Source: an optimization exercise on an open RTL-to-GDS flow (aim: small area, a short achievable clock period and few clock cycles per item). Production flows keep margins and buffers that such runs may drop. Where RTL was checked, it was by simulation tests only, not by an equivalence proof against the original. The RTL of run 1 was laid out without a check of its function.

==> flow/design.v (outline; a module is shown in full before it is edited, if it fits) <==
// module psd_sumsq: 696 lines
// module psd_wmul: 236 lines
// module psd_lvl: 360 lines
// module psd_sqrt_seg: 35 lines
// module psd_div_seg: 30 lines
// module pedometer_step_detector: 463 lines
module pedometer_step_detector
(
    input  wire logic               clk,
    input  wire logic               rst_n,
    input  wire logic               cfg_valid,
    output logic                    cfg_ready,
    input  wire logic [2:0]         cfg_index,
    input  wire logic [15:0]        cfg_data,
    input  wire logic               sample_valid,
    output logic                    sample_ready,
    input  wire logic signed [15:0] sample_accel_x,
    input  wire logic signed [15:0] sample_accel_y,
    input  wire logic signed [15:0] sample_accel_z,
    input  wire logic [31:0]        sample_time_ms,
    output logic                    result_valid,
    input  wire logic               result_ready,
    output logic                    result_step_event,
    output logic [10:0]             result_step_length_mm,
    output logic [31:0]             result_steps_total,
    output logic [31:0]             result_distance_mm,
    output logic [23:0]             result_smoothed_magnitude
);
  // ...
==> flow/run.sh <==
#!/bin/bash
# synth_recipe.tcl (not shown) runs the flow's synth.tcl, then flattens the netlist and writes it again
# the make line also repeats each setting of config.mk as NAME=value (left out here)
make -C /OpenROAD-flow-scripts/flow DESIGN_CONFIG=/design/flow/config.mk WORK_HOME=/design/flow/orfs CLKGATE_MAP_FILE= SYNTH_SCRIPT=/design/flow/synth_recipe.tcl finish
==> flow/config.mk <==
export PLATFORM = sky130hd
export DESIGN_NAME = pedometer_step_detector
export DESIGN_NICKNAME = pedometer_step_detector
export VERILOG_FILES = /design/flow/design.v
export SDC_FILE = /design/flow/constraint.sdc
export NUM_CORES = 4
export LEC_CHECK = 0
export ABC_CLOCK_PERIOD_IN_PS = 4000
export CAP_MARGIN = 20
export CORE_MARGIN = 2
export CORE_UTILIZATION = 40
export SETUP_SLACK_MARGIN = 5
export SLEW_MARGIN = 20
==> flow/constraint.sdc <==
create_clock -name core_clock -period 10.0 [get_ports {clk}]
set_input_delay 2.0000 -clock core_clock [delete_from_list [all_inputs] [get_ports {clk}]]
set_output_delay 2.0000 -clock core_clock [all_outputs]
set_load 0.01 [all_outputs]
==> results.sh, run 1 <==
export IMPL_final_critical_path_setup_slack_ps=-665
export IMPL_synth_seq_area_share=0.305
export IMPL_grt_first_pass_wirelength_mm=296
export IMPL_clkTransAtPathRegs_ps=60
export IMPL_top_layer="met4"
export IMPL_cts_resized=252
export IMPL_buf_share=0.0871
export IMPL_rrSetupSlack_ps=-660
export IMPL_postRouteAntennaNets=0
export IMPL_synth_top_family_by_area="adder cells"
export IMPL_vias_in_the_first_global_route=54300
export IMPL_postSynthRegisterBits=757
export IMPL_fin_tns_setup_ps=-20060
export IMPL_synthesis_area_mm2=0.0700
export IMPL_multi_input_logic_portion_of_the_cell_area=0.557
export IMPL_status="failed layout checks"
export IMPL_cts_htree_levels=3
export IMPL_setup_violations_final=43
export IMPL_grt_antenna_before_repair=1
export IMPL_chipWidth_um=422
export IMPL_checkFailReasons="setup timing"
export IMPL_crit_path_depth=64
export IMPL_met2_wirelength_mm=93.8
export IMPL_total_nets_after_synthesis=8455
export IMPL_worstPathMaxFanout=6
export IMPL_finalCritPeriodShare=1.07
export IMPL_seq_area_frac=0.245
export IMPL_seqCellArea_mm2=0.0213
==> module pedometer_step_detector, before the edit <==
module pedometer_step_detector
(
    input  wire logic               clk,
    input  wire logic               rst_n,
    input  wire logic               cfg_valid,
    output logic                    cfg_ready,
    input  wire logic [2:0]         cfg_index,
    input  wire logic [15:0]        cfg_data,
    input  wire logic               sample_valid,
    output logic                    sample_ready,
    input  wire logic signed [15:0] sample_accel_x,
    input  wire logic signed [15:0] sample_accel_y,
    input  wire logic signed [15:0] sample_accel_z,
    input  wire logic [31:0]        sample_time_ms,
    output logic                    result_valid,
    input  wire logic               result_ready,
    output logic                    result_step_event,
    output logic [10:0]             result_step_length_mm,
    output logic [31:0]             result_steps_total,
    output logic [31:0]             result_distance_mm,
    output logic [23:0]             result_smoothed_magnitude
);
    localparam int SQ_CUT1  = 7;     
    localparam int SQ_CUT2  = 12;    
    localparam int DV_CUT1  = 2;     
    localparam int DV_CUT2  = 7;     
    logic [15:0] cfg_thr;
    logic [15:0] cfg_gap;
    logic [15:0] cfg_high;
    logic [15:0] cfg_swing;
    logic [8:0]  cfg_w;         
    logic [8:0]  cfg_v;         
    assign cfg_ready = 1'b1;
    always_ff @(posedge clk or negedge rst_n)
    begin
        if (!rst_n)
        begin
            cfg_thr   <= psd_pkg::THRESHOLD_RESET;
            cfg_gap   <= psd_pkg::MIN_INTERVAL_RESET;
            cfg_high  <= psd_pkg::MAX_HIGH_RESET;
            cfg_swing <= psd_pkg::MIN_SWING_RESET;
            cfg_w     <= psd_pkg::WEIGHT_RESET;
            cfg_v     <= 9'd256 - psd_pkg::WEIGHT_RESET;
        end
        else if (cfg_valid)
        begin
            case (cfg_index)
                psd_pkg::REG_THRESHOLD:    cfg_thr   <= cfg_data;
                psd_pkg::REG_MIN_INTERVAL: cfg_gap   <= cfg_data;
                psd_pkg::REG_MAX_HIGH:     cfg_high  <= cfg_data;
                psd_pkg::REG_MIN_SWING:    cfg_swing <= cfg_data;
                psd_pkg::REG_SMOOTHING:
                begin
                    if (cfg_data[8] && (cfg_data[7:0] != 8'd0))
                    begin
                        cfg_w <= 9'd256;
                        cfg_v <= 9'd0;
                    end
                    else
                    begin
                        cfg_w <= cfg_data[8:0];
                        cfg_v <= 9'd256 - cfg_data[8:0];
                    end
                end
                default:
                begin
                end
            endcase
        end
    end
    logic en;           
    logic k_v;          
    logic a_v, b_v, c_v, d_v, e_v, f_v, g_v, i_v;
    logic a_big;
    logic drained;
    logic hold_a;
    logic fire;
    assign en           = !k_v;
    assign drained      = !(b_v || c_v || d_v || e_v || f_v || g_v);
    assign hold_a       = a_v && a_big && !drained;
    assign sample_ready = en && !hold_a;
    assign fire         = sample_valid && sample_ready;
    always_ff @(posedge clk or negedge rst_n)
    begin
        if (!rst_n)
        begin
            a_v <= 1'b0;
            b_v <= 1'b0;
            c_v <= 1'b0;
            d_v <= 1'b0;
            e_v <= 1'b0;
            f_v <= 1'b0;
            g_v <= 1'b0;
            i_v <= 1'b0;
        end
        else if (en)
        begin
            if (!hold_a)
            begin
                a_v <= sample_valid;
            end
            b_v <= a_v && !hold_a;
            c_v <= b_v;
            d_v <= c_v;
            e_v <= d_v;
            f_v <= e_v;
            g_v <= f_v;
            i_v <= g_v;
        end
    end
    logic [15:0]     a_x, a_y, a_z;
    logic [31:0]     a_t;
    logic [psd_pkg::DT_W-1:0] a_d;
    logic            t_seen;
    logic [15:0]     abs_x, abs_y, abs_z;
    logic [31:0]     dt_in;
    assign abs_x = sample_accel_x[15] ? 16'(-sample_accel_x) : sample_accel_x;
    assign abs_y = sample_accel_y[15] ? 16'(-sample_accel_y) : sample_accel_y;
    assign abs_z = sample_accel_z[15] ? 16'(-sample_accel_z) : sample_accel_z;
    assign dt_in = sample_time_ms - a_t;
    always_ff @(posedge clk or negedge rst_n)
    begin
        if (!rst_n)
        begin
            t_seen <= 1'b0;
        end
        else if (fire)
        begin
            t_seen <= 1'b1;
        end
    end
    always_ff @(posedge clk)
    begin
        if (fire)
        begin
            a_x   <= abs_x;
            a_y   <= abs_y;
            a_z   <= abs_z;
            a_t   <= sample_time_ms;
            a_d   <= dt_in[psd_pkg::DT_W-1:0];
            a_big <= !t_seen || (dt_in[31:psd_pkg::DT_W] != '0);
        end
    end
    logic [31:0]     b_e;
    logic [31:0]     b_e_n;
    logic [psd_pkg::DT_W-1:0] b_d;
    psd_sumsq u_sumsq
    (
        .x   (a_x),
        .y   (a_y),
        .z   (a_z),
        .sum (b_e_n)
    );
    always_ff @(posedge clk)
    begin
        if (en)
        begin
            b_e <= b_e_n;
            b_d <= a_big ? '0 : a_d;
        end
    end
    logic [17:0]     c_rem_n, d_rem_n, e_rem_n;
    logic [15:0]     c_root_n, d_root_n, e_root_n;
    logic [31:0]     c_rad, d_rad;
    logic [17:0]     c_rem, d_rem;
    logic [15:0]     c_root, d_root;
    logic [15:0]     e_root;
    logic [psd_pkg::DT_W-1:0] c_d, d_d, e_d;
    psd_sqrt_seg #(.FIRST(0), .LAST(SQ_CUT1)) u_sq_c
    (
        .rad    (b_e),
        .rem_i  (18'd0),
        .root_i (16'd0),
        .rem_o  (c_rem_n),
        .root_o (c_root_n)
    );
    psd_sqrt_seg #(.FIRST(SQ_CUT1), .LAST(SQ_CUT2)) u_sq_d
    (
        .rad    (c_rad),
        .rem_i  (c_rem),
        .root_i (c_root),
        .rem_o  (d_rem_n),
        .root_o (d_root_n)
    );
    psd_sqrt_seg #(.FIRST(SQ_CUT2), .LAST(16)) u_sq_e
    (
        .rad    (d_rad),
        .rem_i  (d_rem),
        .root_i (d_root),
        .rem_o  (e_rem_n),
        .root_o (e_root_n)
    );
    always_ff @(posedge clk)
    begin
        if (en)
        begin
            c_rad  <= {b_e[31-2*SQ_CUT1:0], {(2*SQ_CUT1){1'b0}}} >> (2*SQ_CUT1);
            c_rem  <= c_rem_n;
            c_root <= c_root_n;
            c_d    <= b_d;
            d_rad  <= {c_rad[31-2*SQ_CUT2:0], {(2*SQ_CUT2){1'b0}}} >> (2*SQ_CUT2);
            d_rem  <= d_rem_n;
            d_root <= d_root_n;
            d_d    <= c_d;
            e_root <= e_root_n;
            e_d    <= d_d;
        end
    end
    logic [23:0]     f_p;
    logic [23:0]     f_p_n;
    logic [psd_pkg::DT_W-1:0] f_d;
    psd_wmul u_wmul
    (
        .w (cfg_w),
        .r (e_root),
        .p (f_p_n)
    );
    always_ff @(posedge clk)
    begin
        if (en)
        begin
            f_p <= f_p_n;
            f_d <= e_d;
        end
    end
    logic [23:0] level;
    logic [31:0] g_t;
    logic [23:0] level_n;
    logic [31:0] now_g;
    logic [31:0] el_g;
    logic [31:0] rd_g;
    logic        g_gt, g_tmoa, g_tmob, g_elo, g_ehi;
    logic [9:0]  g_e10;
    logic [9:0]  g_rem;
    logic [10:0] g_q;
    logic [9:0]  g_rem_n;
    logic [10:0] g_q_n;
    logic        sync;
    logic [23:0] peak, trough;
    logic        armed;
    logic [31:0] rise, last;
    logic        h_rflag;       
    psd_lvl u_lvl
    (
        .v (cfg_v[7:0]),
        .l (level),
        .p (f_p),
        .n (level_n)
    );
    assign now_g   = g_t + 32'(f_d);
    assign el_g    = now_g - last;
    assign rd_g    = now_g - rise;
    assign sync    = en && a_v && a_big && drained;
    psd_div_seg #(.FIRST(0), .LAST(DV_CUT1)) u_dv_g
    (
        .e     (el_g[9:0]),
        .rem_i (10'(psd_pkg::STRIDE_NUM >> 11)),
        .q_i   (11'd0),
        .rem_o (g_rem_n),
        .q_o   (g_q_n)
    );
    always_ff @(posedge clk or negedge rst_n)
    begin
        if (!rst_n)
        begin
            level <= psd_pkg::LEVEL_RESET;
        end
        else if (en && f_v && (cfg_w != 9'd0))
        begin
            level <= level_n;
        end
    end
    always_ff @(posedge clk)
    begin
        if (sync)
        begin
            g_t <= a_t;
        end
        else if (en && f_v)
        begin
            g_t <= now_g;
        end
        if (en)
        begin
            g_gt   <= el_g > {16'd0, cfg_gap};
            g_tmoa <= rd_g > {16'd0, cfg_high};
            g_tmob <= {{(32-psd_pkg::DT_W){1'b0}}, f_d} > {16'd0, cfg_high};
            g_elo  <= el_g < psd_pkg::DIV_LO_E;
            g_ehi  <= el_g > psd_pkg::DIV_HI_E;
            g_e10  <= el_g[9:0];
            g_rem  <= g_rem_n;
            g_q    <= g_q_n;
        end
    end
    logic        tmo, a1, rise_ev, fall, swing_ok, step;
    logic [24:0] trough_s, level_s;
    logic        clear;
    logic [23:0] pk, tr;
    logic [23:0] thr_q;
    logic [24:0] swing_q;
    logic [23:0] i_level;
    logic        i_step;
    logic        i_elo, i_ehi;
    logic [9:0]  i_e10;
    logic [9:0]  i_rem;
    logic [10:0] i_q;
    logic [9:0]  h_rem_n;
    logic [10:0] h_q_n;
    assign thr_q    = {cfg_thr, 8'd0};
    assign swing_q  = {1'b0, cfg_swing, 8'd0};
    assign tmo      = armed && (h_rflag ? g_tmob : g_tmoa);
    assign a1       = armed && !tmo;
    assign rise_ev  = !a1 && (level > thr_q);
    assign fall     = a1 && (level < thr_q);
    assign pk       = (level > peak) ? level : peak;
    assign tr       = (level < trough) ? level : trough;
    assign trough_s = {1'b0, trough} + swing_q;
    assign level_s  = {1'b0, level} + swing_q;
    assign swing_ok = ({1'b0, peak} > trough_s) || ({1'b0, peak} > level_s) ||
                      ({1'b0, level} > trough_s);
    assign step     = fall && g_gt && swing_ok;
    assign clear    = tmo || fall;
    psd_div_seg #(.FIRST(DV_CUT1), .LAST(DV_CUT2)) u_dv_h
    (
        .e     (g_e10),
        .rem_i (g_rem),
        .q_i   (g_q),
        .rem_o (h_rem_n),
        .q_o   (h_q_n)
    );
    always_ff @(posedge clk or negedge rst_n)
    begin
        if (!rst_n)
        begin
            peak   <= 24'd0;
            trough <= psd_pkg::TROUGH_RESET;
            armed  <= 1'b0;
            rise   <= 32'd0;
            last   <= 32'd0;
        end
        else if (en && g_v)
        begin
            peak   <= clear ? 24'd0 : pk;
            trough <= clear ? psd_pkg::TROUGH_RESET : tr;
            armed  <= rise_ev || (a1 && !fall);
            if (rise_ev)
            begin
                rise <= g_t;
            end
            if (step)
            begin
                last <= g_t;
            end
        end
    end
    always_ff @(posedge clk)
    begin
        if (en)
        begin
            h_rflag <= g_v && rise_ev;
            i_level <= level;
            i_step  <= step;
            i_elo   <= g_elo;
            i_ehi   <= g_ehi;
            i_e10   <= g_e10;
            i_rem   <= h_rem_n;
            i_q     <= h_q_n;
        end
    end
    logic [9:0]  i_rem_n;
    logic [10:0] i_q_n;
    logic [10:0] i_stride;
    psd_div_seg #(.FIRST(DV_CUT2), .LAST(11)) u_dv_i
    (
        .e     (i_e10),
        .rem_i (i_rem),
        .q_i   (i_q),
        .rem_o (i_rem_n),
        .q_o   (i_q_n)
    );
    assign i_stride = !i_step ? 11'd0 :
                      i_elo   ? psd_pkg::STRIDE_MAX :
                      i_ehi   ? psd_pkg::STRIDE_MIN : i_q_n;
    logic        o_v;
    logic        o_event;
    logic [10:0] o_stride;
    logic [23:0] o_level;
    logic [31:0] o_steps;
    logic [31:0] o_dist;
    logic        k_event;
    logic [10:0] k_stride;
    logic [23:0] k_level;
    logic        o_free;
    logic        load_o;
    logic        s_event;
    logic [10:0] s_stride;
    logic [23:0] s_level;
    logic [32:0] dist_sum;
    assign o_free   = !o_v || result_ready;
    assign load_o   = o_free && (k_v || i_v);
    assign s_event  = k_v ? k_event  : i_step;
    assign s_stride = k_v ? k_stride : i_stride;
    assign s_level  = k_v ? k_level  : i_level;
    assign dist_sum = {1'b0, o_dist} + {22'd0, s_stride};
    always_ff @(posedge clk or negedge rst_n)
    begin
        if (!rst_n)
        begin
            o_v     <= 1'b0;
            k_v     <= 1'b0;
            o_steps <= 32'd0;
            o_dist  <= 32'd0;
        end
        else
        begin
            if (load_o)
            begin
                o_v <= 1'b1;
                if (s_event)
                begin
                    if (o_steps != 32'hFFFF_FFFF)
                    begin
                        o_steps <= o_steps + 32'd1;
                    end
                    o_dist <= dist_sum[32] ? 32'hFFFF_FFFF : dist_sum[31:0];
                end
            end
            else if (result_ready)
            begin
                o_v <= 1'b0;
            end
            if (k_v)
            begin
                k_v <= !o_free;
            end
            else
            begin
                k_v <= i_v && !o_free;
            end
        end
    end
    always_ff @(posedge clk)
    begin
        if (load_o)
        begin
            o_event  <= s_event;
            o_stride <= s_stride;
            o_level  <= s_level;
        end
        if (!k_v && !o_free)
        begin
            k_event  <= i_step;
            k_stride <= i_stride;
            k_level  <= i_level;
        end
    end
    assign result_valid              = o_v;
    assign result_step_event         = o_event;
    assign result_step_length_mm     = o_stride;
    assign result_steps_total        = o_steps;
    assign result_distance_mm        = o_dist;
    assign result_smoothed_magnitude = o_level;
endmodule
==> inputs of run 2 (changes only) <==
--- a/flow/design.v
+++ b/flow/design.v
@@ -1410,6 +1410,8 @@
 );
-    localparam int SQ_CUT1  = 7;     
-    localparam int SQ_CUT2  = 12;    
-    localparam int DV_CUT1  = 2;     
-    localparam int DV_CUT2  = 7;     
+    localparam int SQ_CUT1  = 6;     
+    localparam int SQ_CUT2  = 10;    
+    localparam int SQ_CUT3  = 13;    
+    localparam int DV_CUT1  = 3;     
+    localparam int DV_CUT2  = 6;     
+    localparam int DV_CUT3  = 9;     
     logic [15:0] cfg_thr;
@@ -1458,5 +1460,4 @@
     end
-    logic en;           
-    logic k_v;          
-    logic a_v, b_v, c_v, d_v, e_v, f_v, g_v, i_v;
+    logic en;
+    logic a_v, b_v, c_v, d_v, e_v, r_v, f_v, g_v, i_v, j_v;
     logic a_big;
@@ -1465,4 +1466,5 @@
     logic fire;
-    assign en           = !k_v;
-    assign drained      = !(b_v || c_v || d_v || e_v || f_v || g_v);
+    logic o_v;
+    assign en           = !o_v || result_ready;
+    assign drained      = !(b_v || c_v || d_v || e_v || r_v || f_v || g_v);
     assign hold_a       = a_v && a_big && !drained;
@@ -1479,2 +1481,3 @@
             e_v <= 1'b0;
+            r_v <= 1'b0;
             f_v <= 1'b0;
@@ -1482,2 +1485,4 @@
             i_v <= 1'b0;
+            j_v <= 1'b0;
+            o_v <= 1'b0;
         end
@@ -1493,13 +1498,16 @@
             e_v <= d_v;
-            f_v <= e_v;
+            r_v <= e_v;
+            f_v <= r_v;
             g_v <= f_v;
             i_v <= g_v;
+            j_v <= i_v;
+            o_v <= j_v;
         end
     end
-    logic [15:0]     a_x, a_y, a_z;
-    logic [31:0]     a_t;
+    logic [15:0] a_x, a_y, a_z;
+    logic [31:0] a_t;
     logic [psd_pkg::DT_W-1:0] a_d;
-    logic            t_seen;
-    logic [15:0]     abs_x, abs_y, abs_z;
-    logic [31:0]     dt_in;
+    logic        t_seen;
+    logic [15:0] abs_x, abs_y, abs_z;
+    logic [31:0] dt_in;
     assign abs_x = sample_accel_x[15] ? 16'(-sample_accel_x) : sample_accel_x;
@@ -1531,4 +1539,4 @@
     end
-    logic [31:0]     b_e;
-    logic [31:0]     b_e_n;
+    logic [31:0] b_e;
+    logic [31:0] b_e_n;
     logic [psd_pkg::DT_W-1:0] b_d;
@@ -1549,9 +1557,9 @@
     end
-    logic [17:0]     c_rem_n, d_rem_n, e_rem_n;
-    logic [15:0]     c_root_n, d_root_n, e_root_n;
-    logic [31:0]     c_rad, d_rad;
-    logic [17:0]     c_rem, d_rem;
-    logic [15:0]     c_root, d_root;
-    logic [15:0]     e_root;
-    logic [psd_pkg::DT_W-1:0] c_d, d_d, e_d;
+    logic [17:0] c_rem_n, d_rem_n, e_rem_n, r_rem_n;
+    logic [15:0] c_root_n, d_root_n, e_root_n, r_root_n;
+    logic [31:0] c_rad, d_rad, e_rad;
+    logic [17:0] c_rem, d_rem, e_rem;
+    logic [15:0] c_root, d_root, e_root;
+    logic [15:0] r_root;
+    logic [psd_pkg::DT_W-1:0] c_d, d_d, e_d, r_d;
     psd_sqrt_seg #(.FIRST(0), .LAST(SQ_CUT1)) u_sq_c
@@ -1572,3 +1580,3 @@
     );
-    psd_sqrt_seg #(.FIRST(SQ_CUT2), .LAST(16)) u_sq_e
+    psd_sqrt_seg #(.FIRST(SQ_CUT2), .LAST(SQ_CUT3)) u_sq_e
     (
@@ -1580,2 +1588,10 @@
     );
+    psd_sqrt_seg #(.FIRST(SQ_CUT3), .LAST(16)) u_sq_r
+    (
+        .rad    (e_rad),
+        .rem_i  (e_rem),
+        .root_i (e_root),
+        .rem_o  (r_rem_n),
+        .root_o (r_root_n)
+    );
     always_ff @(posedge clk)
@@ -1584,3 +1600,3 @@
         begin
-            c_rad  <= {b_e[31-2*SQ_CUT1:0], {(2*SQ_CUT1){1'b0}}} >> (2*SQ_CUT1);
+            c_rad  <= b_e & ((32'd1 << (32 - 2*SQ_CUT1)) - 32'd1);
             c_rem  <= c_rem_n;
@@ -1588,3 +1604,3 @@
             c_d    <= b_d;
-            d_rad  <= {c_rad[31-2*SQ_CUT2:0], {(2*SQ_CUT2){1'b0}}} >> (2*SQ_CUT2);
+            d_rad  <= c_rad & ((32'd1 << (32 - 2*SQ_CUT2)) - 32'd1);
             d_rem  <= d_rem_n;
@@ -1592,8 +1608,12 @@
             d_d    <= c_d;
+            e_rad  <= d_rad & ((32'd1 << (32 - 2*SQ_CUT3)) - 32'd1);
+            e_rem  <= e_rem_n;
             e_root <= e_root_n;
             e_d    <= d_d;
+            r_root <= r_root_n;
+            r_d    <= e_d;
         end
     end
-    logic [23:0]     f_p;
-    logic [23:0]     f_p_n;
+    logic [23:0] f_p;
+    logic [23:0] f_p_n;
     logic [psd_pkg::DT_W-1:0] f_d;
@@ -1602,3 +1622,3 @@
         .w (cfg_w),
-        .r (e_root),
+        .r (r_root),
         .p (f_p_n)
@@ -1610,3 +1630,3 @@
             f_p <= f_p_n;
-            f_d <= e_d;
+            f_d <= r_d;
         end
@@ -1614,4 +1634,4 @@
     logic [23:0] level;
-    logic [31:0] g_t;
     logic [23:0] level_n;
+    logic [31:0] g_t;
     logic [31:0] now_g;
@@ -1619,2 +1639,3 @@
     logic [31:0] rd_g;
+    logic [9:0]  e10_g;
     logic        g_gt, g_tmoa, g_tmob, g_elo, g_ehi;
@@ -1637,9 +1658,10 @@
     );
-    assign now_g   = g_t + 32'(f_d);
-    assign el_g    = now_g - last;
-    assign rd_g    = now_g - rise;
-    assign sync    = en && a_v && a_big && drained;
+    assign now_g = g_t + 32'(f_d);
+    assign el_g  = now_g - last;
+    assign rd_g  = now_g - rise;
+    assign e10_g = g_t[9:0] + 10'(f_d) - last[9:0];
+    assign sync  = en && a_v && a_big && drained;
     psd_div_seg #(.FIRST(0), .LAST(DV_CUT1)) u_dv_g
     (
-        .e     (el_g[9:0]),
+        .e     (e10_g),
         .rem_i (10'(psd_pkg::STRIDE_NUM >> 11)),
@@ -1677,3 +1699,3 @@
             g_ehi  <= el_g > psd_pkg::DIV_HI_E;
-            g_e10  <= el_g[9:0];
+            g_e10  <= e10_g;
             g_rem  <= g_rem_n;
@@ -1757,6 +1779,11 @@
     end
+    logic [23:0] j_level;
+    logic        j_step;
+    logic        j_elo, j_ehi;
+    logic [9:0]  j_e10;
+    logic [9:0]  j_rem;
+    logic [10:0] j_q;
     logic [9:0]  i_rem_n;
     logic [10:0] i_q_n;
-    logic [10:0] i_stride;
-    psd_div_seg #(.FIRST(DV_CUT2), .LAST(11)) u_dv_i
+    psd_div_seg #(.FIRST(DV_CUT2), .LAST(DV_CUT3)) u_dv_i
     (
@@ -1768,6 +1795,18 @@
     );
-    assign i_stride = !i_step ? 11'd0 :
-                      i_elo   ? psd_pkg::STRIDE_MAX :
-                      i_ehi   ? psd_pkg::STRIDE_MIN : i_q_n;
-    logic        o_v;
+    always_ff @(posedge clk)
+    begin
+        if (en)
+        begin
+            j_level <= i_level;
+            j_step  <= i_step;
+            j_elo   <= i_elo;
+            j_ehi   <= i_ehi;
+            j_e10   <= i_e10;
+            j_rem   <= i_rem_n;
+            j_q     <= i_q_n;
+        end
+    end
+    logic [9:0]  j_rem_n;
+    logic [10:0] j_q_n;
+    logic [10:0] j_stride;
     logic        o_event;
@@ -1777,17 +1816,20 @@
     logic [31:0] o_dist;
-    logic        k_event;
-    logic [10:0] k_stride;
-    logic [23:0] k_level;
-    logic        o_free;
+    logic [11:0] dist_lo;
+    logic [20:0] dist_hi1;
+    logic        dist_sat;
     logic        load_o;
-    logic        s_event;
-    logic [10:0] s_stride;
-    logic [23:0] s_level;
-    logic [32:0] dist_sum;
-    assign o_free   = !o_v || result_ready;
-    assign load_o   = o_free && (k_v || i_v);
-    assign s_event  = k_v ? k_event  : i_step;
-    assign s_stride = k_v ? k_stride : i_stride;
-    assign s_level  = k_v ? k_level  : i_level;
-    assign dist_sum = {1'b0, o_dist} + {22'd0, s_stride};
+    psd_div_seg #(.FIRST(DV_CUT3), .LAST(11)) u_dv_j
+    (
+        .e     (j_e10),
+        .rem_i (j_rem),
+        .q_i   (j_q),
+        .rem_o (j_rem_n),
+        .q_o   (j_q_n)
+    );
+    assign j_stride = j_elo ? psd_pkg::STRIDE_MAX :
+                      j_ehi ? psd_pkg::STRIDE_MIN : j_q_n;
+    assign dist_lo  = {1'b0, o_dist[10:0]} + {1'b0, j_stride};
+    assign dist_hi1 = o_dist[31:11] + 21'd1;
+    assign dist_sat = dist_lo[11] && (o_dist[31:11] == 21'h1F_FFFF);
+    assign load_o   = en && j_v;
     always_ff @(posedge clk or negedge rst_n)
@@ -1796,4 +1838,2 @@
         begin
-            o_v     <= 1'b0;
-            k_v     <= 1'b0;
             o_steps <= 32'd0;
@@ -1801,23 +1841,11 @@
         end
-        else
+        else if (load_o && j_step)
         begin
-            if (load_o)
-            begin
-                o_v <= 1'b1;
-                if (s_event)
-                begin
-                    if (o_steps != 32'hFFFF_FFFF)
-                    begin
-                        o_steps <= o_steps + 32'd1;
-                    end
-                    o_dist <= dist_sum[32] ? 32'hFFFF_FFFF : dist_sum[31:0];
-                end
-            end
-            else if (result_ready)
+            if (o_steps != 32'hFFFF_FFFF)
             begin
-                o_v <= 1'b0;
+                o_steps <= o_steps + 32'd1;
             end
-            if (k_v)
+            if (dist_sat)
             begin
-                k_v <= !o_free;
+                o_dist <= 32'hFFFF_FFFF;
             end
@@ -1825,3 +1853,3 @@
             begin
-                k_v <= i_v && !o_free;
+                o_dist <= {dist_lo[11] ? dist_hi1 : o_dist[31:11], dist_lo[10:0]};
             end
@@ -1833,11 +1861,5 @@
         begin
-            o_event  <= s_event;
-            o_stride <= s_stride;
-            o_level  <= s_level;
-        end
-        if (!k_v && !o_free)
-        begin
-            k_event  <= i_step;
-            k_stride <= i_stride;
-            k_level  <= i_level;
+            o_event  <= j_step;
+            o_stride <= j_step ? j_stride : 11'd0;
+            o_level  <= j_level;
         end
--- a/flow/config.mk
+++ b/flow/config.mk
@@ -7,3 +7,2 @@
 export LEC_CHECK = 0
-export ABC_CLOCK_PERIOD_IN_PS = 4000
 export CAP_MARGIN = 20
@@ -11,3 +10,3 @@
 export CORE_UTILIZATION = 40
-export SETUP_SLACK_MARGIN = 5
+export SETUP_SLACK_MARGIN = 3
 export SLEW_MARGIN = 20
==> run 2 against run 1 <==
The run now finishes clean; die area is 3.4% higher; clock-buffer cell count is 7 higher; utilization is 3.1 points lower; highest routed layer is now met5.
==> results.sh, run 2 <==
export IMPL_fin_tns_setup_ps=0
export IMPL_regToRegStartpoint="a_x[1]$_DFFE_PP_"
export IMPL_final_net_count=9045
export IMPL_min_delay_path_class="reg -> reg"
export IMPL_mostFrequentLayoutCells="905 x sky130_fd_sc_hd__inv_1, 632 x sky130_fd_sc_hd__ha_1, 595 x sky130_fd_sc_hd__nand2_1, 541 x sky130_fd_sc_hd__fa_1, 528 x sky130_fd_sc_hd__edfxtp_1"
export IMPL_max_cap_viols=0
export IMPL_drt_pre_antenna_iters=5
export IMPL_grt_util_all_layers=0.203
export IMPL_grt_first_pass_wirelength_mm=300
export IMPL_synthCells=7294
export IMPL_drt_first_iter_violations=3065
export IMPL_drive_above_1_share=0.131
export IMPL_clk_latency_ps=720
export IMPL_post_route_cell_area_mm2=0.0846
export IMPL_postRouteAntennaNets=0
export IMPL_synthTopCellsByArea="sky130_fd_sc_hd__edfxtp_1 22%, sky130_fd_sc_hd__fa_1 15%, sky130_fd_sc_hd__ha_1 12%, sky130_fd_sc_hd__dfrtp_1 8.6%, sky130_fd_sc_hd__inv_1 4.8%"
export IMPL_cts_htree_levels=3
export IMPL_synth_most_common_cell="sky130_fd_sc_hd__inv_1"
export IMPL_ys_types=98
export IMPL_slew_viol_final=0
export IMPL_grt_setup_unrepaired="true"
export IMPL_chipWidth_um=429
export IMPL_rrSetupSlack_ps=2790
export IMPL_worst_path_largest_cell_delay_ps=540
export IMPL_postSynthRegisterBits=821
export IMPL_finalCritPeriodShare=0.721
export IMPL_status="no timing/DRC/antenna violations"
export IMPL_timing_critical_path_slowest_stage_cell="sky130_fd_sc_hd__fa_1"
export IMPL_grt_antenna_before_repair=17
export IMPL_cp_data_arrival_time_ps=7670
export IMPL_placeableCoreArea_mm2=0.180
export IMPL_layout_commonest_cell="sky130_fd_sc_hd__inv_1"
export IMPL_clock_sink_count=821
export IMPL_cp_required_ps=10460
export IMPL_cts_tree="yes"
export IMPL_port_buffers=205
export IMPL_detailedPlacementHpwl_mm=138
export IMPL_global_route_overflow_total=0
export IMPL_drt_drc_violations_left=0
export IMPL_grt_start_max_net_pins=152
export IMPL_least_margin_pin_slew_ps=1090
export IMPL_synth_async_reset_ratio=0.357
export IMPL_finalWirelength_mm=190
export IMPL_endpoints_failing_hold=0
export IMPL_vias_in_the_first_global_route=54700
export IMPL_synth_largest_area_cell="sky130_fd_sc_hd__edfxtp_1"
export IMPL_place_congestion=0.866
export IMPL_die_area_mm2=0.184
export IMPL_timing_max_slew_rel_slack=0.269
export IMPL_reg2regPathDepth=29
export IMPL_routedWlPerCell_um=18.6
export IMPL_hold_path_cell_count=0
export IMPL_die_height_um=429
export IMPL_timing_critical_path_from_type="register"
export IMPL_worstHoldStart="d_d[1]$_DFFE_PN_"
export IMPL_num_io_pins=207
export IMPL_clk_path_buf_depth=3
export IMPL_synth_seq_area_share=0.321
export IMPL_finalClockSkew_ps=24.5
export IMPL_total_nets_after_synthesis=8626
export IMPL_worstPathMaxFanout=4
export IMPL_yosysWarnings=1
export IMPL_timing_worst_setup_path_type="reg -> reg"
export IMPL_starting_utilization_of_the_core_area=0.401
export IMPL_placedInstanceArea_mm2=0.0773
export IMPL_synthTopCellsByCount="935 x sky130_fd_sc_hd__inv_1, 680 x sky130_fd_sc_hd__ha_1, 607 x sky130_fd_sc_hd__nand2_1"
export IMPL_maxClockFrequency_mhz=139
export IMPL_cpMostUsedCell="sky130_fd_sc_hd__fa_1"
export IMPL_route_vias_total=53900
export IMPL_ys_flop_type="sky130_fd_sc_hd__edfxtp_1"
export IMPL_layout_min_cycle_time_ps=7210
export IMPL_setup_worst_path_end_class="register"
export IMPL_post_cts_hold_buffer_count=0
export IMPL_area_delta_synth_final_pct=16.9
export IMPL_synthesis_area_per_instance_um2=9.92
export IMPL_hold_end="e_d[1]$_DFFE_PN_"
export IMPL_viasPerCell=5.30
export IMPL_synth_top_cell_area_share=0.219
export IMPL_final_critical_path_setup_slack_ps=2790
export IMPL_clock_tree_root_cell="sky130_fd_sc_hd__clkbuf_16"
export IMPL_placement_rows=156
export IMPL_finish_utilization=0.469
export IMPL_cts_inserted_buffers=97
export IMPL_setup_violations_final=0
export IMPL_synthesis_area_mm2=0.0724
export IMPL_synth_enable_flop_cells=528
export IMPL_preCtsSetupSlack_ps=1310
export IMPL_reg2reg_to="b_e[31]$_DFFE_PN_"
export IMPL_clkTransAtPathRegs_ps=60
## run 2: changes by cell type after synthesis, moves of 14 or more
cell	delta
sky130_fd_sc_hd__nand2_1	-19
sky130_fd_sc_hd__mux2_2	-50
sky130_fd_sc_hd__a22o_1	+24
sky130_fd_sc_hd__nor2b_1	+14
sky130_fd_sc_hd__inv_1	+39
sky130_fd_sc_hd__a21o_1	+27
sky130_fd_sc_hd__and2_1	+15
sky130_fd_sc_hd__edfxtp_1	+63
sky130_fd_sc_hd__a31oi_1	+17
sky130_fd_sc_hd__xor2_1	+22
## run 2: timing repair
action,CTS,global route
pin swaps,102,211
endpoints found under the setup margin,114,111
resized for setup,169,302
cloned,6,2
setup buffers,133,121
## run 2: worst max-delay path by stage
stage                      startpoint            endpoint  slack [ps]  cells past startpoint
2_1_floorplan        f_d[1]$_DFFE_PN_  g_rem[1]$_DFFE_PN_        3000                     41
3_3_place_gp   g_rem[0]$_SDFFCE_PP0N_  i_rem[1]$_DFFE_PN_        1330                     37
3_5_place_dp       g_e10[1]$_DFFE_PN_  i_rem[9]$_DFFE_PN_        1310                     36
4_1_cts              a_x[1]$_DFFE_PP_   b_e[29]$_DFFE_PN_        2790                     23
5_1_grt              a_x[1]$_DFFE_PP_   b_e[29]$_DFFE_PN_        2610                     27
6_report             a_x[1]$_DFFE_PP_   b_e[31]$_DFFE_PN_        2790                     29
## run 2: cell families after synthesis
logic type | after synthesis | synth area share
AOI/OAI and AO/OA | 1381 | 0.123
xor gates and xnor gates | 469 | 0.0569
adders and majority gates | 1228 | 0.269
buffers and inverters | 1143 | 0.0599
DFF | 821 | 0.321
muxes | 163 | 0.0248
other | 1 | 0.0000518
and+or+nand+nor | 2088 | 0.145
## run 2: layout make-up
cell class	instances	area, um2
inverter	939	3560
fill	16900	95800
sequential	821	23200
clock buffer	125	2640
clock inverter	55	591
antenna	9	22.5
timing repair buffer	521	4700
tap	2370	2970
timing repair inverter	1	7.51
multi-input combinational	5332	46900
## run 2: metal layers
layer	wire (um)	GRT usage	up-vias
met3	7780	0.0254	324
met2	92800	0.348	1188
met5	13	0	-
met1	83600	0.268	26700
li1	-	-	25600
met4	5480	0.0606	2
## run 2: critical path, delay by kind of cell (launching register included)
| kind | cells | cell delay, ps |
|---|---|---|
| compound gates | 10 | 1580 |
| fa+ha+maj | 8 | 3730 |
| simple gates | 3 | 370 |
| xor+xnor | 1 | 90 |
| buf+inv | 7 | 650 |
| flops | 1 | 520 |
## run 2: through the flow
stage               hold slack (ps)  cells
floorplan                       400   7294
global placement                400   9721
finish                          403  10200
global route                    407  10200
detailed placement              405   9721
CTS                             403  10000
Testbench counts of run 2, summed over its fixed seeds: cycles 4,888, items 4,800.
==> inputs of run 3 (changes only) <==
--- a/flow/design.v
+++ b/flow/design.v
@@ -15,7 +15,4 @@
     localparam logic [23:0] TROUGH_RESET = 24'd512000;
-    localparam logic [18:0] STRIDE_NUM   = 19'd375000;
     localparam logic [10:0] STRIDE_MIN   = 11'd400;
     localparam logic [10:0] STRIDE_MAX   = 11'd1200;
-    localparam logic [31:0] DIV_LO_E     = 32'd313;
-    localparam logic [31:0] DIV_HI_E     = 32'd937;
     localparam int DT_W = 10;
@@ -1317,2 +1314,10 @@
 endmodule
+module psd_stride_rom
+(
+    input  wire logic [9:0]  e,
+    output logic      [10:0] q
+);
+    localparam logic [11263:0] TAB = 11264'h320640c8190320640c8190320640c8190320640c8190320640c8190320640c8190320640c8190320640c8190320640c8190320640c8190320640c8190320640c8190320640c8190320640c8190320640c8190320640c8190320640c8190320640c8190320640c8190320640c8190320640c8190320640c8190322644c899232464cc9994328650ca99532c658cb997330660cc199332668cd19b336670ce19c33a674cf19e33e67cd01a0342684d11a234468cd19a4348694d29a634c69cd39a83506a4d49aa3546acd59ac3586b4d69ae35c6bcd79b03606c4d89b23646ccd99b43686d4da9b636c6dcdb9b83706e4dc9ba3746ecdd9bc3786f4de9be37c6fce01c0382704e11c238670ce21c438a714e31c738e720e41c9392728e51cb398730e69cd39c738e79d03a0744e89d23a474cea1d43aa754eb1d73ae760ec1d93b4768ed9db3b8774ee9de3bc77cf01e03c2788f11e33c6790f29e53cc79cf39e83d07a4f51ea3d67b0f61ed3dc7b8f79f03e07c4f91f23e67d0fa1f53ec7d8fb9f83f07e4fd1fa3f67f0fe1fd3fc7f8ffa004008050120340681102a0540c81d0420841282905a0b41883506a0e41e8410821142484d09a1442a8590b2174308650d21a4368710ea1d43c87d1022144288911a2444a895132274508a514a2a4568b116a2e45c8bd182314648cd19a3446a8d91ba384728e51d23b4788f51f23f48090120a4248691122a4648e92124a4949492d2624d49c93d282514a494d2a2554ac95d2c2584b29692da5c4ba9792fa604c298931a644ca99933a684d29a935a6c4da9b937a714e49cd3a2754ec9dd3c2794f49ed3e27d4fc9fd40a82506a1142a8650ea2144a8b518a354728f520a4549a9452aa594ba98534a6d4e29d53ca8150aa2546a91532a7550aa555aac55aab9582b1564acd5aab656eae55d2bb578af95fac0584b0d622c658eb21652cb59ab3967ad15a4b4d6aad65b0b656d2dc5bab7d702e25c6b95732e85d2bad762ee5debc5792f45eabdd7c2fa5f6bf57f300604c0d82b06610c2985b0d61cc418931362ac5d8c31a638c758fb21644c9193328652cad96b2f660cc99a336670ce59db3d67ed05a1b4568cd21a534c69cd41a93546acd61ad35c6bcd81b13646ccda1b536c6dcdc1b93746ecde1bd37c6fce05c1b8570ee25c5b8e720e49ca397732e6dceba0744e91d3ba9756eb9d83b276aedddd3bc77ef05e23c6790f2de73d07a6f55ec3da7baf81f13e57d0fa9f6bf07e4fd5fc3fb7fb00201c0681302e0741182905e0d41d84108e134298590be194358710ee1f44288b12225c4e8a51562c45c8bf18a334698d91c239c778f51fa40c859112324849392f26e4f4a294d2aa574b09612c2584b09612c2584b09612c2584b09612c2584b09612c2584b09612c2584b09612c2584b09612c2584b09612c2584b09612c2584b09612c2584b09612c2584b09612c2584b09612c2584b09612c2584b09612c2584b09612c2584b09612c2584b09612c2584b09612c2584b09612c2584b09612c2584b09612c2584b09612c2584b09612c2584b09612c2584b09612c2584b09612c2584b09612c2584b09612c2584b09612c2584b09612c2584b09612c2584b09612c2584b09612c2584b09612c2584b09612c2584b09612c2584b09612c2584b09612c2584b09612c2584b09612c2584b09612c2584b09612c2584b09612c2584b09612c2584b09612c2584b09612c2584b09612c2584b09612c2584b09612c2584b09612c2584b09612c2584b09612c2584b09612c2584b09612c2584b09612c2584b09612c2584b09612c2584b09612c2584b09612c2584b09612c2584b09612c2584b09612c2584b09612c2584b09612c2584b09612c2584b09612c2584b09612c2584b09612c2584b09612c2584b09612c2584b09612c2584b09612c2584b09612c2584b09612c2584b09612c2584b09612c2584b0;
+    assign q = TAB[e * 11 +: 11];
+endmodule
 `default_nettype wire
@@ -1355,32 +1360,2 @@
 endmodule
-module psd_div_seg #(
-    parameter int FIRST = 0,
-    parameter int LAST  = 11
-)
-(
-    input  wire logic [9:0]  e,
-    input  wire logic [9:0]  rem_i,
-    input  wire logic [10:0] q_i,
-    output logic      [9:0]  rem_o,
-    output logic      [10:0] q_o
-);
-    localparam logic [18:0] NUM = 19'd375000;
-    logic [LAST:FIRST][9:0]  rem_b;
-    logic [LAST:FIRST][10:0] q_b;
-    assign rem_b[FIRST] = rem_i;
-    assign q_b[FIRST]   = q_i;
-    for (genvar j = FIRST; j < LAST; j++)
-    begin : g_row
-        logic [10:0] trial;
-        logic [11:0] diff;
-        logic        ge;
-        assign trial = {rem_b[j], NUM[10-j]};
-        assign diff  = {1'b0, trial} - {2'b00, e};
-        assign ge    = !diff[11];
-        assign rem_b[j+1] = ge ? diff[9:0] : trial[9:0];
-        assign q_b[j+1]   = {q_b[j][9:0], ge};
-    end
-    assign rem_o = rem_b[LAST];
-    assign q_o   = q_b[LAST];
-endmodule
 `default_nettype wire
@@ -1413,5 +1388,2 @@
     localparam int SQ_CUT3  = 13;    
-    localparam int DV_CUT1  = 3;     
-    localparam int DV_CUT2  = 6;     
-    localparam int DV_CUT3  = 9;     
     logic [15:0] cfg_thr;
@@ -1461,3 +1433,3 @@
     logic en;
-    logic a_v, b_v, c_v, d_v, e_v, r_v, f_v, g_v, i_v, j_v;
+    logic a_v, b_v, c_v, d_v, e_v, r_v, f_v, g_v;
     logic a_big;
@@ -1484,4 +1456,2 @@
             g_v <= 1'b0;
-            i_v <= 1'b0;
-            j_v <= 1'b0;
             o_v <= 1'b0;
@@ -1501,5 +1471,3 @@
             g_v <= f_v;
-            i_v <= g_v;
-            j_v <= i_v;
-            o_v <= j_v;
+            o_v <= g_v;
         end
@@ -1640,8 +1608,5 @@
     logic [9:0]  e10_g;
-    logic        g_gt, g_tmoa, g_tmob, g_elo, g_ehi;
-    logic [9:0]  g_e10;
-    logic [9:0]  g_rem;
-    logic [10:0] g_q;
-    logic [9:0]  g_rem_n;
-    logic [10:0] g_q_n;
+    logic [10:0] rom_g;
+    logic        g_gt, g_tmoa, g_tmob;
+    logic [10:0] g_stride;
     logic        sync;
@@ -1663,9 +1628,6 @@
     assign sync  = en && a_v && a_big && drained;
-    psd_div_seg #(.FIRST(0), .LAST(DV_CUT1)) u_dv_g
+    psd_stride_rom u_rom
     (
-        .e     (e10_g),
-        .rem_i (10'(psd_pkg::STRIDE_NUM >> 11)),
-        .q_i   (11'd0),
-        .rem_o (g_rem_n),
-        .q_o   (g_q_n)
+        .e (e10_g),
+        .q (rom_g)
     );
@@ -1697,7 +1659,3 @@
             g_tmob <= {{(32-psd_pkg::DT_W){1'b0}}, f_d} > {16'd0, cfg_high};
-            g_elo  <= el_g < psd_pkg::DIV_LO_E;
-            g_ehi  <= el_g > psd_pkg::DIV_HI_E;
-            g_e10  <= e10_g;
-            g_rem  <= g_rem_n;
-            g_q    <= g_q_n;
+            g_stride <= (el_g[31:10] != '0) ? psd_pkg::STRIDE_MIN : rom_g;
         end
@@ -1710,10 +1668,2 @@
     logic [24:0] swing_q;
-    logic [23:0] i_level;
-    logic        i_step;
-    logic        i_elo, i_ehi;
-    logic [9:0]  i_e10;
-    logic [9:0]  i_rem;
-    logic [10:0] i_q;
-    logic [9:0]  h_rem_n;
-    logic [10:0] h_q_n;
     assign thr_q    = {cfg_thr, 8'd0};
@@ -1732,10 +1682,2 @@
     assign clear    = tmo || fall;
-    psd_div_seg #(.FIRST(DV_CUT1), .LAST(DV_CUT2)) u_dv_h
-    (
-        .e     (g_e10),
-        .rem_i (g_rem),
-        .q_i   (g_q),
-        .rem_o (h_rem_n),
-        .q_o   (h_q_n)
-    );
     always_ff @(posedge clk or negedge rst_n)
@@ -1770,43 +1712,4 @@
             h_rflag <= g_v && rise_ev;
-            i_level <= level;
-            i_step  <= step;
-            i_elo   <= g_elo;
-            i_ehi   <= g_ehi;
-            i_e10   <= g_e10;
-            i_rem   <= h_rem_n;
-            i_q     <= h_q_n;
-        end
-    end
-    logic [23:0] j_level;
-    logic        j_step;
-    logic        j_elo, j_ehi;
-    logic [9:0]  j_e10;
-    logic [9:0]  j_rem;
-    logic [10:0] j_q;
-    logic [9:0]  i_rem_n;
-    logic [10:0] i_q_n;
-    psd_div_seg #(.FIRST(DV_CUT2), .LAST(DV_CUT3)) u_dv_i
-    (
-        .e     (i_e10),
-        .rem_i (i_rem),
-        .q_i   (i_q),
-        .rem_o (i_rem_n),
-        .q_o   (i_q_n)
-    );
-    always_ff @(posedge clk)
-    begin
-        if (en)
-        begin
-            j_level <= i_level;
-            j_step  <= i_step;
-            j_elo   <= i_elo;
-            j_ehi   <= i_ehi;
-            j_e10   <= i_e10;
-            j_rem   <= i_rem_n;
-            j_q     <= i_q_n;
         end
     end
-    logic [9:0]  j_rem_n;
-    logic [10:0] j_q_n;
-    logic [10:0] j_stride;
     logic        o_event;
@@ -1820,16 +1723,6 @@
     logic        load_o;
-    psd_div_seg #(.FIRST(DV_CUT3), .LAST(11)) u_dv_j
-    (
-        .e     (j_e10),
-        .rem_i (j_rem),
-        .q_i   (j_q),
-        .rem_o (j_rem_n),
-        .q_o   (j_q_n)
-    );
-    assign j_stride = j_elo ? psd_pkg::STRIDE_MAX :
-                      j_ehi ? psd_pkg::STRIDE_MIN : j_q_n;
-    assign dist_lo  = {1'b0, o_dist[10:0]} + {1'b0, j_stride};
+    assign dist_lo  = {1'b0, o_dist[10:0]} + {1'b0, g_stride};
     assign dist_hi1 = o_dist[31:11] + 21'd1;
     assign dist_sat = dist_lo[11] && (o_dist[31:11] == 21'h1F_FFFF);
-    assign load_o   = en && j_v;
+    assign load_o   = en && g_v;
     always_ff @(posedge clk or negedge rst_n)
@@ -1841,3 +1734,3 @@
         end
-        else if (load_o && j_step)
+        else if (load_o && step)
         begin
@@ -1861,5 +1754,5 @@
         begin
-            o_event  <= j_step;
-            o_stride <= j_step ? j_stride : 11'd0;
-            o_level  <= j_level;
+            o_event  <= step;
+            o_stride <= step ? g_stride : 11'd0;
+            o_level  <= level;
         end
--- a/flow/config.mk
+++ b/flow/config.mk
@@ -10,3 +10,3 @@
 export CORE_UTILIZATION = 40
-export SETUP_SLACK_MARGIN = 3
+export SETUP_SLACK_MARGIN = 4
 export SLEW_MARGIN = 20
==> run 3 against run 2 <==
Maximum frequency up 3.3%; die area down 5.5%; cell count down 0.81%; sequential share of layout area down 3.6 points; clock-buffer cell count down 11; non-clock buffer count up 125; critical path depth up 4; hold slack better by 10 ps; register-to-register slack better by 230 ps.
==> results.sh, run 3 <==
export IMPL_status="no timing/DRC/antenna violations"
export IMPL_grt_util_all_layers=0.222
export IMPL_postSynthRegisterBits=696
export IMPL_clock_tree_root_cell="sky130_fd_sc_hd__clkbuf_16"
export IMPL_synth_largest_area_cell="sky130_fd_sc_hd__edfxtp_1"
export IMPL_cp_required_ps=10470
export IMPL_synthTopCellsByCount="891 x sky130_fd_sc_hd__inv_1, 660 x sky130_fd_sc_hd__nand2_1, 602 x sky130_fd_sc_hd__ha_1"
export IMPL_synth_async_reset_ratio=0.418
export IMPL_routedWlPerCell_um=19.6
export IMPL_place_inst=9531
export IMPL_met2_wirelength_mm=94.4
export IMPL_endpoints_failing_hold=0
export IMPL_grt_first_pass_wirelength_mm=310
export IMPL_timing_max_slew_rel_slack=0.245
export IMPL_starting_utilization_of_the_core_area=0.403
export IMPL_total_nets_after_synthesis=8580
export IMPL_ys_flop_type="sky130_fd_sc_hd__edfxtp_1"
export IMPL_worstPathMaxFanout=7
export IMPL_layout_min_cycle_time_ps=6980
export IMPL_detail_route_wirelength_met1_mm=88.4
export IMPL_place_congestion=0.895
export IMPL_synth_seq_area_share=0.285
export IMPL_seqCellArea_mm2=0.0196
export IMPL_min_delay_path_class="reg -> reg"
export IMPL_die_height_um=417
export IMPL_drt_drc_violations_left=0
export IMPL_clkTransAtPathRegs_ps=60
export IMPL_drt_pre_antenna_iters=5
export IMPL_mostFrequentLayoutCells="851 x sky130_fd_sc_hd__inv_1, 639 x sky130_fd_sc_hd__nand2_1, 535 x sky130_fd_sc_hd__fa_1, 532 x sky130_fd_sc_hd__ha_1, 450 x sky130_fd_sc_hd__and2_1"
export IMPL_synth_top_cell_area_share=0.178
export IMPL_global_route_overflow_total=0
export IMPL_die_area_mm2=0.174
export IMPL_timing_critical_path_slowest_stage_cell="sky130_fd_sc_hd__edfxtp_1"
export IMPL_post_layout_nonfiller_instances=10100
export IMPL_fin_tns_setup_ps=0
export IMPL_multiInputGateArea_mm2=0.0473
export IMPL_layout_commonest_cell="sky130_fd_sc_hd__inv_1"
export IMPL_cts_tree="yes"
export IMPL_synthCells=7330
export IMPL_synth_most_common_cell="sky130_fd_sc_hd__inv_1"
export IMPL_grt_start_max_net_pins=168
export IMPL_cp_data_arrival_time_ps=7450
export IMPL_setup_worst_path_end_class="register"
export IMPL_drive_above_1_share=0.154
export IMPL_port_buffers=205
export IMPL_slew_viol_final=0
export IMPL_placeableCoreArea_mm2=0.169
export IMPL_setup_violations_final=0
export IMPL_finalCritPeriodShare=0.698
export IMPL_finalClockSkew_ps=43.9
export IMPL_grt_setup_unrepaired="true"
export IMPL_num_io_pins=207
export IMPL_placement_rows=151
export IMPL_clock_sink_count=696
export IMPL_cts_htree_levels=3
export IMPL_maxClockFrequency_mhz=143
export IMPL_synthesis_area_mm2=0.0683
export IMPL_detailroute_wirelength_met3_mm=9.17
export IMPL_clk_path_buf_depth=3
export IMPL_grt_antenna_before_repair=8
export IMPL_chipWidth_um=417
export IMPL_cpMostUsedCell="sky130_fd_sc_hd__ha_4"
export IMPL_clk_latency_ps=720
export IMPL_least_margin_pin_slew_ps=1130
export IMPL_viasPerCell=5.45
export IMPL_timing_critical_path_from_type="register"
export IMPL_detailedPlacementHpwl_mm=138
export IMPL_max_cap_viols=0
export IMPL_post_cts_hold_buffer_count=0
export IMPL_final_net_count=9045
export IMPL_timing_worst_setup_path_type="reg -> reg"
export IMPL_finish_utilization=0.483
export IMPL_cts_inserted_buffers=86
export IMPL_vias_in_the_first_global_route=55800
export IMPL_drt_first_iter_violations=3945
export IMPL_ys_types=102
export IMPL_synthTopCellsByArea="sky130_fd_sc_hd__edfxtp_1 18%, sky130_fd_sc_hd__fa_1 16%, sky130_fd_sc_hd__ha_1 11%, sky130_fd_sc_hd__dfrtp_1 9.1%, sky130_fd_sc_hd__inv_1 4.9%"
export IMPL_yosysWarnings=1
export IMPL_postRouteAntennaNets=0
export IMPL_final_fill_count=15500
export IMPL_route_vias_total=55000
export IMPL_area_delta_synth_final_pct=19.7
export IMPL_finalWirelength_mm=198
export IMPL_synth_enable_flop_cells=405
export IMPL_top_layer="met4"
export IMPL_synthesis_area_per_instance_um2=9.32
export IMPL_worst_path_largest_cell_delay_ps=430
run 3: stage by stage:
stage	setup slack, ps	cell area (um2)	hold WS (ps)
final	3020	81800	413
after global routing	2760	81800	418
after CTS	3090	79600	410
after detailed placement	1470	73200	405
after global placement	1530	73200	400
after floorplan	3250	69000	400
run 3: area by class of cell:
cell class,count,area share
inverter,893,0.0416
timing repair inverter,4,0.000413
sequential,696,0.239
clock buffer,114,0.0292
multi-input combinational,5468,0.578
antenna,5,0.000153
timing repair buffer,646,0.0709
tap,2218,0.0339
clock inverter,47,0.00699
run 3: timing repair:
action / CTS / global route
endpoints found under the setup margin: 164 / 150
gates resized for setup: 307 / 245
endpoints found under the hold margin: 0 / 0
setup buffers: 243 / 132
pin swaps: 140 / 185
cloned: 15 / 4
run 3: metal layers:
metal,vias up,GRT usage
met2,1469,0.372
li1,26000,-
met4,0,0.0683
met3,316,0.0280
met5,-,0
met1,27300,0.300
run 3: path summary, 6_finish.rpt:
path / from / endpoint / slack (ps) / depth (start not counted)
max: c_root[3]$_DFFE_PN_ / d_rem[10]$_DFFE_PN_ / 3020 / 33
min: b_e[8]$_DFFE_PN_ / c_rad[8]$_DFFE_PN_ / 410 / 0
max reg2reg: c_root[3]$_DFFE_PN_ / d_rem[10]$_DFFE_PN_ / 3020 / 33
min reg2reg: b_e[8]$_DFFE_PN_ / c_rad[8]$_DFFE_PN_ / 410 / 0
max in group asynchronous: rst_n / o_dist[16]$_DFFE_PN0P_ / 7280 / 2
min in group asynchronous: rst_n / level[7]$_DFFE_PN0P_ / 1330 / 1
run 3: critical path: cells and delay by family (launching register included):
| kind | cells | cell delay [ps] |
|---|---|---|
| compound gates | 11 | 2230 |
| simple gates | 10 | 1630 |
| fa+ha+maj | 4 | 1080 |
| mux | 2 | 560 |
| buf+inv | 4 | 530 |
| flops | 1 | 430 |
| xor+xnor | 2 | 270 |
run 3: cell families (layout without fill, tap and decap cells):
family,count (synthesis),count (layout),synth area share
buffers and inverters,1173,1704,0.0650
adders and majority gates,1146,1146,0.270
other,1,6,0.0000549
AOI/OAI and AO/OA,1571,1576,0.146
muxes,117,117,0.0189
xor gates and xnor gates,406,406,0.0521
and+or+nand+nor,2220,2222,0.163
DFF,696,696,0.285
Testbench counts of run 3, summed over its fixed seeds: cycles 4,872, items 4,800.
==> inputs of run 4 (changes only) <==
--- a/flow/config.mk
+++ b/flow/config.mk
@@ -10,3 +10,3 @@
 export CORE_UTILIZATION = 40
-export SETUP_SLACK_MARGIN = 4
+export SETUP_SLACK_MARGIN = 3
 export SLEW_MARGIN = 20
==> run 4 against run 3 <==
Still clean on timing, DRC and antenna; non-clock buffer count down 247; flip-flop and latch count did not move; critical path depth is 2 higher; via count is 2.2% lower; design area decreased by 4.9%; first-iteration DRC count up 9.2%; maximum frequency decreased by 0.35%; cell count is 2.5% lower.
==> results.sh, run 4 <==
export IMPL_synthesis_area_mm2=0.0683
export IMPL_clk_path_buf_depth=3
export IMPL_synthCells=7330
export IMPL_grt_first_pass_wirelength_mm=302
export IMPL_min_delay_path_class="reg -> reg"
export IMPL_cts_htree_levels=3
export IMPL_drt_pre_antenna_iters=6
export IMPL_drive_above_1_share=0.0914
export IMPL_synth_xor_area_share=0.0521
export IMPL_post_layout_nonfiller_instances=9836
export IMPL_clk_latency_ps=720
export IMPL_cp_data_arrival_time_ps=7470
export IMPL_max_cap_viols=0
export IMPL_seqCellArea_mm2=0.0195
export IMPL_synth_top_cell_area_share=0.178
export IMPL_yosysWarnings=1
export IMPL_layout_commonest_cell="sky130_fd_sc_hd__inv_1"
export IMPL_starting_utilization_of_the_core_area=0.403
export IMPL_finalWirelength_mm=190
export IMPL_worst_path_largest_cell_delay_ps=410
export IMPL_vias_in_the_first_global_route=54400
export IMPL_fin_tns_setup_ps=0
export IMPL_synth_enable_flop_cells=405
export IMPL_synthTopCellsByArea="sky130_fd_sc_hd__edfxtp_1 18%, sky130_fd_sc_hd__fa_1 16%, sky130_fd_sc_hd__ha_1 11%, sky130_fd_sc_hd__dfrtp_1 9.1%, sky130_fd_sc_hd__inv_1 4.9%"
export IMPL_num_io_pins=207
export IMPL_chipWidth_um=417
export IMPL_timing_worst_setup_path_type="reg -> reg"
export IMPL_finalClockSkew_ps=21.1
export IMPL_routedWlPerCell_um=19.3
export IMPL_yosys_area_share_simple=0.163
export IMPL_detailedPlacementHpwl_mm=138
export IMPL_global_route_overflow_total=0
export IMPL_synth_most_common_cell="sky130_fd_sc_hd__inv_1"
export IMPL_final_fill_count=16000
export IMPL_placeableCoreArea_mm2=0.169
export IMPL_synth_async_reset_ratio=0.418
export IMPL_grt_start_max_net_pins=150
export IMPL_slew_viol_final=0
export IMPL_postSynthRegisterBits=696
export IMPL_clock_sink_count=696
export IMPL_ys_types=102
export IMPL_synth_fa_ha_area_frac=0.270
export IMPL_status="no timing/DRC/antenna violations"
export IMPL_route_vias_total=53800
export IMPL_postRouteAntennaNets=0
export IMPL_area_delta_synth_final_pct=13.9
export IMPL_timing_critical_path_slowest_stage_cell="sky130_fd_sc_hd__edfxtp_1"
export IMPL_synth_largest_area_cell="sky130_fd_sc_hd__edfxtp_1"
export IMPL_least_margin_pin_slew_ps=966
export IMPL_mostFrequentLayoutCells="873 x sky130_fd_sc_hd__inv_1, 652 x sky130_fd_sc_hd__nand2_1, 567 x sky130_fd_sc_hd__ha_1, 535 x sky130_fd_sc_hd__fa_1, 466 x sky130_fd_sc_hd__and2_1"
export IMPL_place_congestion=0.908
export IMPL_synthTopCellsByCount="891 x sky130_fd_sc_hd__inv_1, 660 x sky130_fd_sc_hd__nand2_1, 602 x sky130_fd_sc_hd__ha_1"
export IMPL_synth_seq_area_share=0.285
export IMPL_drt_first_iter_violations=4307
export IMPL_clock_tree_root_cell="sky130_fd_sc_hd__clkbuf_16"
export IMPL_maxClockFrequency_mhz=143
export IMPL_port_buffers=205
export IMPL_setup_worst_path_end_class="register"
export IMPL_finalCritPeriodShare=0.701
export IMPL_multiInputGateArea_mm2=0.0458
export IMPL_die_height_um=417
export IMPL_endpoints_failing_hold=0
export IMPL_final_net_count=8789
export IMPL_place_inst=9535
export IMPL_die_area_mm2=0.174
export IMPL_synth_top_family_by_area="adder cells"
export IMPL_drt_drc_violations_left=0
export IMPL_grt_setup_unrepaired="true"
export IMPL_cts_inserted_buffers=82
export IMPL_timing_max_slew_rel_slack=0.354
export IMPL_ys_flop_type="sky130_fd_sc_hd__edfxtp_1"
export IMPL_grt_util_all_layers=0.217
export IMPL_total_nets_after_synthesis=8580
export IMPL_hold_worst_slack_ps=412
export IMPL_cts_tree="yes"
export IMPL_synthesis_area_per_instance_um2=9.32
export IMPL_viasPerCell=5.47
export IMPL_cp_required_ps=10460
export IMPL_layout_min_cycle_time_ps=7010
export IMPL_grt_antenna_before_repair=14
export IMPL_timing_critical_path_from_type="register"
export IMPL_synthMuxAreaShare=0.0189
export IMPL_setup_violations_final=0
export IMPL_compound_gate_portion_of_the_synthesized_area=0.146
export IMPL_worstPathMaxFanout=6
export IMPL_placement_rows=151
export IMPL_clkTransAtPathRegs_ps=60
[run 4: metrics by stage]
stage                     utilization  setup slack, ps  cell area, um2
final                           0.459             2990           77800
after global routing            0.459             2690           77800
after CTS                       0.453             2890           76800
after detailed placement        0.429             1030           72800
after global placement          0.429             1030           72800
after floorplan                     -             3000           68400
[run 4: worst max-delay path, delay by kind of cell (launching register included)]
| kind | cells | cell delay [ps] |
|---|---|---|
| adders and majority gates | 4 | 1100 |
| buffers and inverters | 4 | 490 |
| xor gates and xnor gates | 2 | 270 |
| AOI/OAI and AO/OA | 15 | 2610 |
| DFF | 1 | 410 |
| and+or+nand+nor | 9 | 1600 |
| muxes | 1 | 250 |
[run 4: cell type report]
class / count / area share
inverter: 893 / 0.0435
clock buffer: 106 / 0.0286
timing repair buffer: 399 / 0.0465
multi-input combinational: 5466 / 0.588
antenna: 11 / 0.000354
tap: 2218 / 0.0357
clock inverter: 46 / 0.00677
timing repair inverter: 1 / 0.0000643
sequential: 696 / 0.251
[run 4: kinds of logic after synthesis]
logic type / count (synthesis)
flops: 696
buf+inv: 1173
other cells: 1
xor+xnor: 406
simple gates: 2220
fa+ha+maj: 1146
mux: 117
compound gates: 1571
[run 4: metal layers]
layer	global-route usage	routed length, um
met5	0	0
met3	0.0280	9110
met2	0.362	90200
met4	0.0710	6200
met1	0.291	84500
[run 4: worst paths after layout]
check / endpoint / startpoint / slack, ps / cells past startpoint
max: d_rem[10]$_DFFE_PN_ / c_root[4]$_DFFE_PN_ / 2990 / 35
min: f_d[8]$_DFFE_PN_ / r_d[8]$_DFFE_PN_ / 410 / 0
max reg2reg: d_rem[10]$_DFFE_PN_ / c_root[4]$_DFFE_PN_ / 2990 / 35
min reg2reg: f_d[8]$_DFFE_PN_ / r_d[8]$_DFFE_PN_ / 410 / 0
max in group asynchronous: rise[1]$_DFFE_PN0P_ / rst_n / 6600 / 3
min in group asynchronous: level[4]$_DFFE_PN0P_ / rst_n / 1280 / 1
[run 4: repair_timing]
item,in CTS,in global routing
setup endpoints to repair,56,100
pin swaps,45,89
resized for setup,101,135
gates cloned,5,1
buffers inserted,88,43
hold buffers,0,0

==> port drivers added, routing unchanged <==
No port has a modelled driver above. Below, the same layouts with a new extraction and two added sets of constraints. Step 1: set_driving_cell puts a clkbuf_16 on clk and a buf_2 on each other input, an assumption about the parent block. Step 2 times the ports against the registers' clock, not the clock port: input delays grow and output delays shrink by t, the midpoint of the rising clock arrivals with the driver on. Three values: no drivers, after step 1, after step 2; two values: the first two.
run | t, ns | setup slack, ns | hold WS [ns] | worst slew at a driven data input, ns | cell pins on the clock port's net
run 1 | 0.784 | -0.665 / -0.665 / -0.665 | 0.406 / 0.406 / 0.406 | 0.10 | 1
run 2 | 0.796 | 2.789 / 2.789 / 2.789 | 0.403 / 0.403 / 0.403 | 0.22 | 1
run 3 | 0.790 | 3.018 / 3.018 / 3.018 | 0.413 / 0.413 / 0.413 | 0.15 | 1
run 4 | 0.792 | 2.994 / 2.994 / 2.994 | 0.412 / 0.412 / 0.412 | 0.17 | 1
